This design comes from an exercise in tuning for small area, a short achievable clock period and few clock cycles per item on the open sky130 flow, not from production work. RTL that was checked went through simulation tests only; none was proved equivalent to the original.

// fc_layer_top
module fc_layer_top (
    input  wire logic              clk,
    input  wire logic              rstn,
    input  wire logic              in_valid,
    input  wire logic [WORD_W-1:0] in_data,
    output logic                   out_valid,
    output logic      [WORD_W-1:0] out_data
);
    localparam int SW = 19;
    function automatic logic [7:0] quant(input logic [SW-1:0] x);
        if ((x[SW-1:15] == '0) || (x[SW-1:15] == '1)) quant = x[15:8];
        else quant = x[SW-1] ? 8'h80 : 8'h7F;
    endfunction
    logic        vq;
    logic [31:0] dq;
    logic [3:0]  cnt;       
    logic [3:0]  nidx;      
    logic        ldq, wtq, finq;
    assign nidx = !vq ? cnt : (cnt == 4'd10) ? 4'd0 : cnt + 4'd1;
    always_ff @(posedge clk) dq <= in_valid ? in_data : '0;
    always_ff @(posedge clk or negedge rstn) begin
        if (!rstn) begin
            vq   <= 1'b0;
            cnt  <= '0;
            ldq  <= 1'b0;
            wtq  <= 1'b0;
            finq <= 1'b0;
        end else begin
            vq   <= in_valid;
            cnt  <= nidx;
            ldq  <= in_valid && (nidx < 4'd2);
            wtq  <= in_valid && (nidx >= 4'd2) && (nidx <= 4'd9);
            finq <= in_valid && (nidx == 4'd10);
        end
    end
    logic [31:0] fhi, fhi_d;
    logic [47:0] flo, flo_d;
    always_comb begin
        for (int b = 0; b < 4; b++) begin
            for (int i = 0; i < 4; i++) begin
                logic f2, f1, f0;
                f2 = fhi[8*b+2*i+1];
                f1 = fhi[8*b+2*i];
                f0 = (i == 0) ? 1'b0 : fhi[8*b+2*i-1];
                flo_d[12*b+3*i]   = f1 ^ f0;
  ...
Size: about 1900 cells after synthesis, about 240 flip-flops, about 68 I/O pins.
clock: 9.0 ns
lec_check: 0
cap_margin: 20
core_margin: 2
core_utilization: 55
cts_buf_list: sky130_fd_sc_hd__clkbuf_8
cts_cluster_diameter: 60
cts_cluster_size: 16
place_density: 0.6
setup_slack_margin: 5
slew_margin: 20
standard.sh (not shown) runs the stock make flow with config.mk's settings and CLKGATE_MAP_FILE= SYNTH_SCRIPT=/design/flow/synth_recipe.tcl, a recipe that flattens the netlist after the stock synthesis.
==> flow/flow/run.sh <==
#!/bin/bash
# The standard layout (standard.sh, unchanged synthesis and steps), with
# plain buffers instead of delay cells as the port buffers.
set -euo pipefail
export BUFFER_PORTS_ARGS="-buffer_cell sky130_fd_sc_hd__buf_1"
bash standard.sh > standard.log 2>&1
Testbench counts at the start, summed over its fixed seeds: cycles 4,992, frames 384.
Change:
==> flow/run.sh (new file) <==
#!/bin/bash
# synth_recipe.tcl (not shown) runs the flow's synth.tcl, then flattens the netlist and writes it again
# the make line also repeats each setting of config.mk as NAME=value (left out here)
make -C /OpenROAD-flow-scripts/flow DESIGN_CONFIG=/design/flow/config.mk WORK_HOME=/design/flow/orfs CLKGATE_MAP_FILE= SYNTH_SCRIPT=/design/flow/synth_recipe.tcl finish
Settings changed: CTS_BUF_LIST sky130_fd_sc_hd__clkbuf_8 to sky130_fd_sc_hd__clkbuf_16, CTS_CLUSTER_DIAMETER 60 to 100, CTS_CLUSTER_SIZE 16 to 28.
removed: flow/flow/run.sh
removed: flow/standard.sh
What happened:
- area after synthesis is unchanged
- worst setup slack loses 0.0039 ns
- global-route usage went up by 0.43 points
- final area went up by 2.7%
- fmax hardly moves
Change:
Settings changed: CORE_UTILIZATION 55 to 65, PLACE_DENSITY 0.6 to 0.7.
After rerunning: Core utilization went up by 11 points; critical path depth went down by 3; routed wire length went down by 2.9%; worst hold slack got worse by 0.0097 ns; non-clock buffer count went up by 10; global-route usage went up by 4.2 points; count of clock-buffer cells in the layout went down by 1.
Change:
==> flow/flow/run.sh (new file) <==
#!/bin/bash
# The standard layout (standard.sh, unchanged synthesis and steps), with
# plain buffers instead of delay cells as the port buffers.
set -euo pipefail
export BUFFER_PORTS_ARGS="-buffer_cell sky130_fd_sc_hd__buf_1"
bash standard.sh > standard.log 2>&1
==> flow/standard.sh (new file) <==
#!/bin/bash
# synth_recipe.tcl (not shown) runs the flow's synth.tcl, then flattens the netlist and writes it again
# the make line also repeats each setting of config.mk as NAME=value (left out here)
make -C /OpenROAD-flow-scripts/flow DESIGN_CONFIG=/design/flow/config.mk WORK_HOME=/design/flow/orfs CLKGATE_MAP_FILE= SYNTH_SCRIPT=/design/flow/synth_recipe.tcl "${@:-finish}"
Settings changed: CORE_UTILIZATION 65 to 55, CTS_CLUSTER_DIAMETER 100 to 120, CTS_CLUSTER_SIZE 28 to 34, PLACE_DENSITY 0.7 to 0.6.
removed: flow/run.sh
Outcome: Fmax increases by 1.9%. Register-to-register slack improved by 0.07 ns. Setup slack improved by 0.074 ns. Utilization decreases by 14 points. Sequential share of layout area increases by 1.1 points.
Change:
==> flow/run.sh (new file) <==
#!/bin/bash
# synth_recipe.tcl (not shown) runs the flow's synth.tcl, then flattens the netlist and writes it again
# the make line also repeats each setting of config.mk as NAME=value (left out here)
make -C /OpenROAD-flow-scripts/flow DESIGN_CONFIG=/design/flow/config.mk WORK_HOME=/design/flow/orfs CLKGATE_MAP_FILE= SYNTH_SCRIPT=/design/flow/synth_recipe.tcl finish
Settings changed: CTS_CLUSTER_DIAMETER 120 to 80, CTS_CLUSTER_SIZE 34 to 20.
removed: flow/flow/run.sh
removed: flow/standard.sh
Synthesized cell count does not change.
Via count rises by 1.7%.
Maximum frequency falls by about 2%.
Utilization rises by 2.8 points.
Setup slack loses 0.080 ns.

========
fc_layer_top again, from the RTL that the note above started with.
Design fc_layer_top, start of the top module:
module fc_layer_top (
    input  wire logic              clk,
    input  wire logic              rstn,
    input  wire logic              in_valid,
    input  wire logic [WORD_W-1:0] in_data,
    output logic                   out_valid,
    output logic      [WORD_W-1:0] out_data
);
==> flow/config.mk <==
export PLATFORM = sky130hd
export DESIGN_NAME = fc_layer_top
export DESIGN_NICKNAME = fc_layer_top
export VERILOG_FILES = /design/flow/design.v
export SDC_FILE = /design/flow/constraint.sdc
export NUM_CORES = 4
export LEC_CHECK = 0
export CAP_MARGIN = 20
export CORE_MARGIN = 2
export CORE_UTILIZATION = 55
export CTS_BUF_LIST = sky130_fd_sc_hd__clkbuf_16
export CTS_CLUSTER_DIAMETER = 100
export CTS_CLUSTER_SIZE = 28
export PLACE_DENSITY = 0.6
export SETUP_SLACK_MARGIN = 5
export SLEW_MARGIN = 20
==> flow/constraint.sdc <==
create_clock -name core_clock -period 9.0 [get_ports {clk}]
set_input_delay 1.8000 -clock core_clock [delete_from_list [all_inputs] [get_ports {clk}]]
set_output_delay 1.8000 -clock core_clock [all_outputs]
set_load 0.01 [all_outputs]
==> flow/flow/run.sh <==
#!/bin/bash
# The standard layout (standard.sh, unchanged synthesis and steps), with
# plain buffers instead of delay cells as the port buffers, and a clock tree
# built without dummy loads.
set -euo pipefail
export BUFFER_PORTS_ARGS="-buffer_cell sky130_fd_sc_hd__buf_1"
export CTS_ARGS="-sink_clustering_enable -repair_clock_nets -sink_clustering_size 28 -sink_clustering_max_diameter 100 -buf_list sky130_fd_sc_hd__clkbuf_16 -dont_use_dummy_load"
bash standard.sh > standard.log 2>&1
Testbench counts at the start, summed over its fixed seeds: cycles 4,992, frames 384.
Change:
==> flow/flow/run.sh (replaced) <==
#!/bin/bash
# The standard layout (standard.sh, unchanged synthesis and steps), with
# plain buffers instead of delay cells as the port buffers, and timing repair
# aiming for a larger setup margin.
set -euo pipefail
export BUFFER_PORTS_ARGS="-buffer_cell sky130_fd_sc_hd__buf_1"
export SETUP_SLACK_MARGIN=5.4
bash standard.sh > standard.log 2>&1
SETUP_SLACK_MARGIN = default   (was 5)
Effect:
- The changed run completed with no timing, DRC or antenna violations
- register-to-register slack gains 0.11 ns
- final area grows by 5.7%
Change:
==> flow/flow/run.sh (replaced) <==
#!/bin/bash
# The standard layout (standard.sh, unchanged synthesis and steps), with
# plain buffers instead of delay cells as the port buffers.
set -euo pipefail
export BUFFER_PORTS_ARGS="-buffer_cell sky130_fd_sc_hd__buf_1"
bash standard.sh > standard.log 2>&1
SETUP_SLACK_MARGIN = 5   (was default)
Cell area goes down by 5.1%. Clock-buffer cell count came out lower by 1. Hold slack is about the same. Core utilization went down by 3.2 points.
Change:
PLACE_DENSITY = 0.5   (was 0.6)
The new run finished with timing, DRC and antenna clean.
Die area is unchanged.
Wire length is higher by 1.8%.
Global-route usage goes up by 0.14 points.
Via count decreases by 0.78%.
Final cell count stays flat.
Synthesized cell count is unchanged.
Core utilization is lower by 0.12 points.
Final area hardly moves.
Register-to-register slack got worse by 0.06 ns.
Worst setup slack loses 0.058 ns.
Sequential share of layout area barely changes.

========
fc_layer_top, a different RTL version from the one above (not shown whole).
Size in the first run: about 2,300 cells after synthesis, ~240 flip-flops.
make LEC_CHECK=0 ABC_AREA=1 CAP_MARGIN=20 CORE_MARGIN=2 CORE_UTILIZATION=55 CTS_BUF_LIST=sky130_fd_sc_hd__clkbuf_8 PLACE_DENSITY=0.6 SETUP_SLACK_MARGIN=5 SLEW_MARGIN=20 finish   # period 9.0 ns
run.sh (not shown) runs the stock make flow with config.mk's settings and CLKGATE_MAP_FILE= SYNTH_SCRIPT=/design/flow/synth_recipe.tcl, a recipe that flattens the netlist after the stock synthesis.
Stock flow here: none of the scripts above is used.
The starting point completed with no timing, DRC or antenna violations.
Next try:
- ABC_AREA: 1 -> not set
- ABC_CLOCK_PERIOD_IN_PS: not set -> 4000
Effect: The new run produced a clean layout. Final cell count went down by 18%. Cell area went down by 5.0%. Wire length drops by 11%. First-iteration DRC count decreases by 11%. Synthesized cell count fell by 20%. Area after synthesis came out lower by 3.3%. Clock skew drops by 0.013 ns. Non-clock buffer count falls by 1. Count of clock-buffer cells in the layout is higher by 4. Worst setup slack is worse by 0.014 ns. Utilization drops by 1.2 points.
Next try:
- ABC_CLOCK_PERIOD_IN_PS: 4000 -> not set
- CORE_UTILIZATION: 55 -> 40
- CTS_BUF_LIST: sky130_fd_sc_hd__clkbuf_8 -> not set
- PLACE_DENSITY: 0.6 -> 0.5
- The new run completed with no timing, DRC or antenna violations
- synthesized cell count stays the same
- hold slack improved by 0.012 ns
Next try:
- CORE_UTILIZATION: 40 -> 55
- CTS_BUF_LIST: not set -> sky130_fd_sc_hd__clkbuf_8
- PLACE_DENSITY: 0.5 -> 0.6
The changed run ran to the end with no violations; sequential cell count does not change; routed wire length falls by a few percent; setup slack improved by 0.0048 ns; critical path depth goes up by 1; first-iteration DRC count went up by a quarter to a third; cell area drops by a few percent.
No run of this note included a check of the RTL's function; only the layout flow was run.

## static timing again, ports no longer ideal
The results above use ideal ports. As a check the final layouts listed here were re-extracted and re-timed, cells and wires unchanged.
Step 1 assumes that a clkbuf_16 drives the clock port and a buf_2 every other input.
Step 2 also shifts input and output timing later by t, the mid clock arrival at the registers, as if the neighbouring blocks saw the same clock.
a / b / c = ideal / step 1 / step 2; a / b = the first two.
run | t, ns | setup WS [ns] | worst register clock-pin slew, ns | cell pins on the clock port's net
the first run of note 1 | 0.641 | 5.131 / 5.079 / 5.172 | 0.10 / 0.10 | 1
the second run of note 1 | 0.566 | 5.127 / 5.073 / 5.161 | 0.11 / 0.11 | 1
the third run of note 1 | 0.542 | 5.052 / 5.003 / 5.061 | 0.11 / 0.11 | 1
the fourth run of note 1 | 0.542 | 5.126 / 5.071 / 5.131 | 0.13 / 0.13 | 1
the fifth run of note 1 | 0.565 | 5.046 / 4.991 / 5.101 | 0.09 / 0.09 | 1
the first run of note 2 | 0.543 | 5.137 / 5.081 / 5.139 | 0.11 / 0.11 | 1
the second run of note 2 | 0.567 | 5.244 / 5.225 / 5.244 | 0.12 / 0.12 | 1
the third run of note 2 | 0.566 | 5.175 / 5.119 / 5.177 | 0.11 / 0.11 | 1
the fourth run of note 2 | 0.549 | 5.117 / 5.076 / 5.117 | 0.12 / 0.12 | 1
the first run of note 3 | 0.667 | 4.855 / 4.855 / 4.855 | 0.07 / 0.07 | 1
the second run of note 3 | 0.623 | 4.841 / 4.841 / 4.841 | 0.07 / 0.07 | 1
the third run of note 3 | 0.625 | 4.836 / 4.836 / 4.836 | 0.07 / 0.07 | 1
the fourth run of note 3 | 0.623 | 4.841 / 4.841 / 4.841 | 0.07 / 0.07 | 1
After both steps every run listed still meets setup and hold.
